Context: an optimization exercise on an open-source flow, tuned for small area. The choices shown serve that exercise and are no tape-out recipe. At most, simulation tests tie the RTL to the original design; equivalence was not proved.

## oak
==> flow/design.v <==
`default_nettype none
package sxp_pkg;
  typedef logic [32-1:0] data_t;      
  typedef logic [32-1:0] inst_t;      
  typedef logic [4-1:0]   rf_addr_t;   
  typedef logic [16-1:0]  imm_t;       
  typedef logic [3:0]             cvnz_t;      
  typedef enum logic [1:0] {
    DEST_REG   = 2'b00,
    DEST_JUMP  = 2'b01,
    DEST_STORE = 2'b10,
    DEST_NONE  = 2'b11    
  } dest_cfg_e;
  typedef enum logic [2:0] {
    SRC_RR = 3'b000,   
    SRC_RI = 3'b001,   
    SRC_PR = 3'b010,   
    SRC_PI = 3'b011    
  } src_cfg_e;
  typedef enum logic [2:0] {
    ALU_ADD, ALU_SUB, ALU_AND, ALU_OR, ALU_XOR, ALU_SHL, ALU_SHR, ALU_PASSB
  } alu_op_e;
  typedef enum logic [3:0] {
    WB_RESULT = 4'b0000,
    WB_Z      = 4'b0100,
    WB_N      = 4'b0101,
    WB_V      = 4'b0110,
    WB_C      = 4'b0111
  } wb_cfg_e;
endpackage
`default_nettype wire
`default_nettype none
module sxp
(
  input  wire        clk,
  input  wire        reset_b,
  input  wire [31:0] mem_inst,
  output wire [31:0] mem_pc,
  output wire        spw_we,
  output wire [31:0] spw_addr,
  output wire [31:0] spw_data
);
  reg  [4:0] cnt;       
  reg        clr;       
  wire [2:0] ph = cnt[2:0];
  wire       p0 = (cnt[4:3] == 2'd0);
  wire       p1 = (cnt[4:3] == 2'd1);
  wire       p2 = (cnt[4:3] == 2'd2);
  wire       p3 = (cnt[4:3] == 2'd3);
  wire [1:0] dest    = mem_inst[31:30];
  wire       src_pc  = mem_inst[28];      
  wire       src_imm = mem_inst[27];      
  wire [2:0] op      = mem_inst[26:24];
  wire [3:0] wb      = mem_inst[23:20];
  wire [3:0] rd      = mem_inst[19:16];
  wire [3:0] ra      = mem_inst[15:12];
  wire [3:0] rb      = mem_inst[11:8];
  wire       vld     = ~mem_inst[29] & ~clr;
  wire       wb_flag = (wb[3:2] == 2'b01);
  wire       is_reg  = vld & (dest == 2'b00);
  wire       is_jmp  = vld & (dest == 2'b01);
  wire       is_st   = vld & (dest == 2'b10);
  wire       sub     = (op == 3'd1);
  wire       addsub  = (op[2:1] == 2'b00);
  wire       shl     = (op == 3'd5);
  reg  [31:0] pc;
  reg  [31:0] sa;       
  reg  [31:0] sd;       
  reg  [4:0]  s;        
  reg  [3:0]  prev;     
  reg         cy;       
  reg         zacc;     
  wire [3:0]  raddr = p1 ? (src_imm ? rd : ra) : rb;
  wire [63:0] heads;
  wire       pol   = cnt[3];                
  wire [3:0]  rport = heads[4*raddr +: 4] ^ {4{pol}};
  wire        wclr  = clr & p3;
  wire        wen   = is_reg & (p2 | (p3 & (ph == 3'd0) & wb_flag));
  wire [3:0]  v;
  wire [3:0]  wdata = wclr ? 4'd0 : (p2 ? v : sd[3:0]);
  wire [3:0]  wx    = wdata ^ {4{pol}};
  genvar g;
  generate
    for (g = 0; g < 16; g = g + 1)
    begin : rf
      reg  [31:0] q;
      wire        we = wclr | (wen & (rd == g));
      always @(posedge clk)
        q <= {~(we ? wx : q[3:0]), q[31:4]};
      assign heads[4*g +: 4] = q[3:0];
    end
  endgenerate
  wire [3:0] imm_dig = ph[2] ? 4'd0 : mem_inst[4*ph[1:0] +: 4];
  wire [3:0] b_t     = src_imm ? imm_dig : rport;
  wire       last2 = (cnt == 5'd23);
  wire       pshift = (cnt >= 5'd23) & (cnt <= 5'd30);
  wire [4:0] pinc = {1'b0, pc[3:0]} + {4'd0, (last2 | cy)};
  wire [3:0] a_t;       
  wire [2:0] dd   = s[4:2] ^ {3{shl}};
  wire [1:0] rr   = s[1:0] ^ {2{shl}};
  reg  [3:0] tapv;
  always @(*)
  begin
    case (dd)
      3'd0:    tapv = sa[7:4];
      3'd1:    tapv = sa[11:8];
      3'd2:    tapv = sa[15:12];
      3'd3:    tapv = sa[19:16];
      3'd4:    tapv = sa[23:20];
      3'd5:    tapv = sa[27:24];
      3'd6:    tapv = sa[31:28];
      default: tapv = a_t;
    endcase
  end
  wire [3:0] ph_d = {1'b0, ph} + {1'b0, dd};
  wire       ge7  = (ph_d >= 4'd7);
  wire       tvld = shl ? (p1 & ge7) : ((p1 & (ph == 3'd7)) | (p2 & ~ge7));
  wire [3:0] newd = tapv & {4{tvld}};
  wire [7:0] win  = {newd, prev};
  wire [6:0] win1 = shl ? win[7:1] : win[6:0];
  wire [6:0] wsh  = win1 >> rr;
  wire [3:0] ysh  = wsh[3:0];
  wire [3:0] a2  = sa[3:0];
  wire [3:0] bx  = p1 ? 4'd0 : (b_t ^ {4{sub}});
  wire       aci = (ph == 3'd0) ? (sub | p1) : cy;
  wire [4:0] sum = {1'b0, a2} + {1'b0, bx} + {4'd0, aci};
  assign a_t = src_pc ? sum[3:0] : rport;
  reg  [3:0] y;
  always @(*)
  begin
    case (op)
      3'd0, 3'd1: y = sum[3:0];
      3'd2:       y = a2 & b_t;
      3'd3:       y = a2 | b_t;
      3'd4:       y = a2 ^ b_t;
      3'd5:       y = sd[3:0];
      3'd6:       y = ysh;
      default:    y = b_t;
    endcase
  end
  assign v = wb_flag ? 4'd0 : y;
  wire zrun = ((ph == 3'd0) | zacc) & (y == 4'd0);
  wire fz   = zrun;
  wire fn   = y[3];
  wire fv   = addsub & (a2[3] == bx[3]) & (sum[3] != a2[3]);
  wire fc   = addsub & sum[4];
  reg  fsel;
  always @(*)
  begin
    case (wb[1:0])
      2'd0:    fsel = fz;
      2'd1:    fsel = fn;
      2'd2:    fsel = fv;
      default: fsel = fc;
    endcase
  end
  wire take_c = is_jmp & ((mem_inst[0] & ~src_imm) ? (s[0] ^ mem_inst[1]) : 1'b1);
  wire take   = last2 ? take_c : zacc;
  wire [3:0] tgt  = (last2 & wb_flag) ? {3'b000, fsel} : sd[7:4];
  wire [3:0] pnew = clr ? 4'd0 : (take ? tgt : pinc[3:0]);
  wire [3:0] sa_in = p1 ? a_t : (p2 ? b_t : (p3 ? pc[31:28] : sa[3:0]));
  wire [3:0] sd_in = (p1 & shl) ? ysh : (p2 ? v : sd[3:0]);
  always @(posedge clk)
  begin
    sa   <= {sa_in, sa[31:4]};
    sd   <= {sd_in, sd[31:5], ((last2 & wb_flag) ? fsel : sd[4])};
    if (pshift)
      pc <= {pnew, pc[31:4]};
    prev <= newd;
    cy   <= pshift ? pinc[4] : sum[4];
    zacc <= last2 ? take_c : (p3 ? zacc : zrun);
    if (cnt == 5'd0)
      s[3:0] <= b_t;
    if (cnt == 5'd1)
      s[4] <= b_t[0];
  end
  always @(posedge clk or negedge reset_b)
  begin
    if (!reset_b)
    begin
      cnt  <= 5'd23;
      clr  <= 1'b1;
    end
    else
    begin
      cnt <= cnt + 5'd1;
      if (cnt == 5'd31)
        clr <= 1'b0;
    end
  end
  assign mem_pc   = pc;
  assign spw_we   = is_st & (cnt == 5'd24);
  assign spw_addr = sa;
  assign spw_data = sd;
endmodule
`default_nettype wire
export LEC_CHECK = 0
export ABC_AREA = 1
export CAP_MARGIN = 20
export CORE_MARGIN = 2
export CORE_UTILIZATION = 75
export CTS_BUF_LIST = sky130_fd_sc_hd__clkbuf_8
export CTS_CLUSTER_DIAMETER = 50
export CTS_CLUSTER_SIZE = 15
export SETUP_SLACK_MARGIN = 0.4
export SLEW_MARGIN = 20
create_clock -name core_clock -period 10.0 [get_ports {clk}]
standard.sh (not shown) runs the stock make flow with config.mk's settings and CLKGATE_MAP_FILE= SYNTH_SCRIPT=/design/flow/synth_recipe.tcl, a recipe that flattens the netlist after the stock synthesis.
==> flow/flow/run.sh <==
#!/bin/bash
# Standard layout with two changes: the port buffers are the smallest buffer
# cell, and the synthesized logic is re-mapped for area and started at the
# smallest drive strengths (post_synth.tcl, run at the end of the synthesis
# step); CTS adds no dummy loads. The make run's full output (yosys and
# openroad) goes to standard.log; ORFS keeps each step's log under orfs/logs.
set -e
export BUFFER_PORTS_ARGS="-buffer_cell sky130_fd_sc_hd__buf_1"
export POST_SYNTH_TCL=$PWD/flow/post_synth.tcl
export CTS_ARGS="-sink_clustering_enable -repair_clock_nets -sink_clustering_size 15 -sink_clustering_max_diameter 50 -buf_list sky130_fd_sc_hd__clkbuf_8 -dont_use_dummy_load"
bash standard.sh > standard.log 2>&1
Other scripts of this flow, unchanged in this note and not shown: flow/flow/downsize.tcl, flow/flow/filter_lib.py, flow/flow/post_synth.tcl
[inputs] pine vs oak
--- a/flow/design.v
+++ b/flow/design.v
@@ -68,8 +68,10 @@
   reg  [31:0] sd;       
   reg  [4:0]  s;        
   reg  [3:0]  prev;     
-  reg         cy;       
+  reg         ac;       
+  reg         pcc;      
   reg         zacc;     
+  reg         tk;       
   wire [3:0]  raddr = p1 ? (src_imm ? rd : ra) : rb;
   wire [63:0] heads;
   wire       pol   = cnt[3];                
@@ -94,7 +96,7 @@
   wire [3:0] b_t     = src_imm ? imm_dig : rport;
   wire       last2 = (cnt == 5'd23);
   wire       pshift = (cnt >= 5'd23) & (cnt <= 5'd30);
-  wire [4:0] pinc = {1'b0, pc[3:0]} + {4'd0, (last2 | cy)};
+  wire [4:0] pinc = {1'b0, pc[3:0]} + {4'd0, (last2 | pcc)};
   wire [3:0] a_t;       
   wire [2:0] dd   = s[4:2] ^ {3{shl}};
   wire [1:0] rr   = s[1:0] ^ {2{shl}};
@@ -122,7 +124,7 @@
   wire [3:0] ysh  = wsh[3:0];
   wire [3:0] a2  = sa[3:0];
   wire [3:0] bx  = p1 ? 4'd0 : (b_t ^ {4{sub}});
-  wire       aci = (ph == 3'd0) ? (sub | p1) : cy;
+  wire       aci = (ph == 3'd0) ? (sub | p1) : ac;
   wire [4:0] sum = {1'b0, a2} + {1'b0, bx} + {4'd0, aci};
   assign a_t = src_pc ? sum[3:0] : rport;
   reg  [3:0] y;
@@ -155,7 +157,7 @@
     endcase
   end
   wire take_c = is_jmp & ((mem_inst[0] & ~src_imm) ? (s[0] ^ mem_inst[1]) : 1'b1);
-  wire take   = last2 ? take_c : zacc;
+  wire take   = last2 ? take_c : tk;
   wire [3:0] tgt  = (last2 & wb_flag) ? {3'b000, fsel} : sd[7:4];
   wire [3:0] pnew = clr ? 4'd0 : (take ? tgt : pinc[3:0]);
   wire [3:0] sa_in = p1 ? a_t : (p2 ? b_t : (p3 ? pc[31:28] : sa[3:0]));
@@ -167,8 +169,11 @@
     if (pshift)
       pc <= {pnew, pc[31:4]};
     prev <= newd;
-    cy   <= pshift ? pinc[4] : sum[4];
-    zacc <= last2 ? take_c : (p3 ? zacc : zrun);
+    ac   <= sum[4];
+    pcc  <= pinc[4];
+    zacc <= zrun;
+    if (last2)
+      tk <= take_c;
     if (cnt == 5'd0)
       s[3:0] <= b_t;
     if (cnt == 5'd1)
==> comparison <==
- The run with more setup slack is pine; oak has less.
- Total number of cells along the worst setup path, pine vs oak: up by more than 10%
- Delta (pine minus oak): total length of routed wires went down by 5.8%; achievable clock frequency grew by about 1%.
- In terms of design area, oak and pine differ only marginally.
- In pine, the biggest fanout along the worst timing path came out 16 above the value in oak.
No functional check of the RTL was part of oak.

-- port drivers added, routing unchanged --
How much do the figures lean on ideal ports? The routed layouts below were timed once more, with nothing changed but the port constraints.
Step 1, drivers: a clkbuf_16 drives clk and a buf_2 each remaining input, both assumed.
Step 2 adds t to the input delays and takes it off the output delays; t is the mean of the earliest and latest rising clock arrival at the registers after step 1. Input paths then give back, and output paths get back, about the clock's delay inside the block.
Three values: ideal, step 1, step 2; two values: the first two.
| run | t (ns) | setup WS [ns] | clock arrival spread, ns | slew at the worst register clock pin (ns) | worst slew at a driven data input, ns |
|---|---|---|---|---|---|
| oak | 0.633 | 0.485 / 0.425 / -0.207 | 0.075 / 0.075 | 0.11 / 0.11 | 0.10 |
| pine | 0.621 | 0.580 / 0.517 / -0.104 | 0.077 / 0.076 | 0.10 / 0.10 | 0.11 |
With both steps, setup timing fails in oak and pine, where it was met with ideal ports. For oak, which loses most, drivers alone change the setup slack by -0.060 ns; drivers and shift together by -0.692 ns.
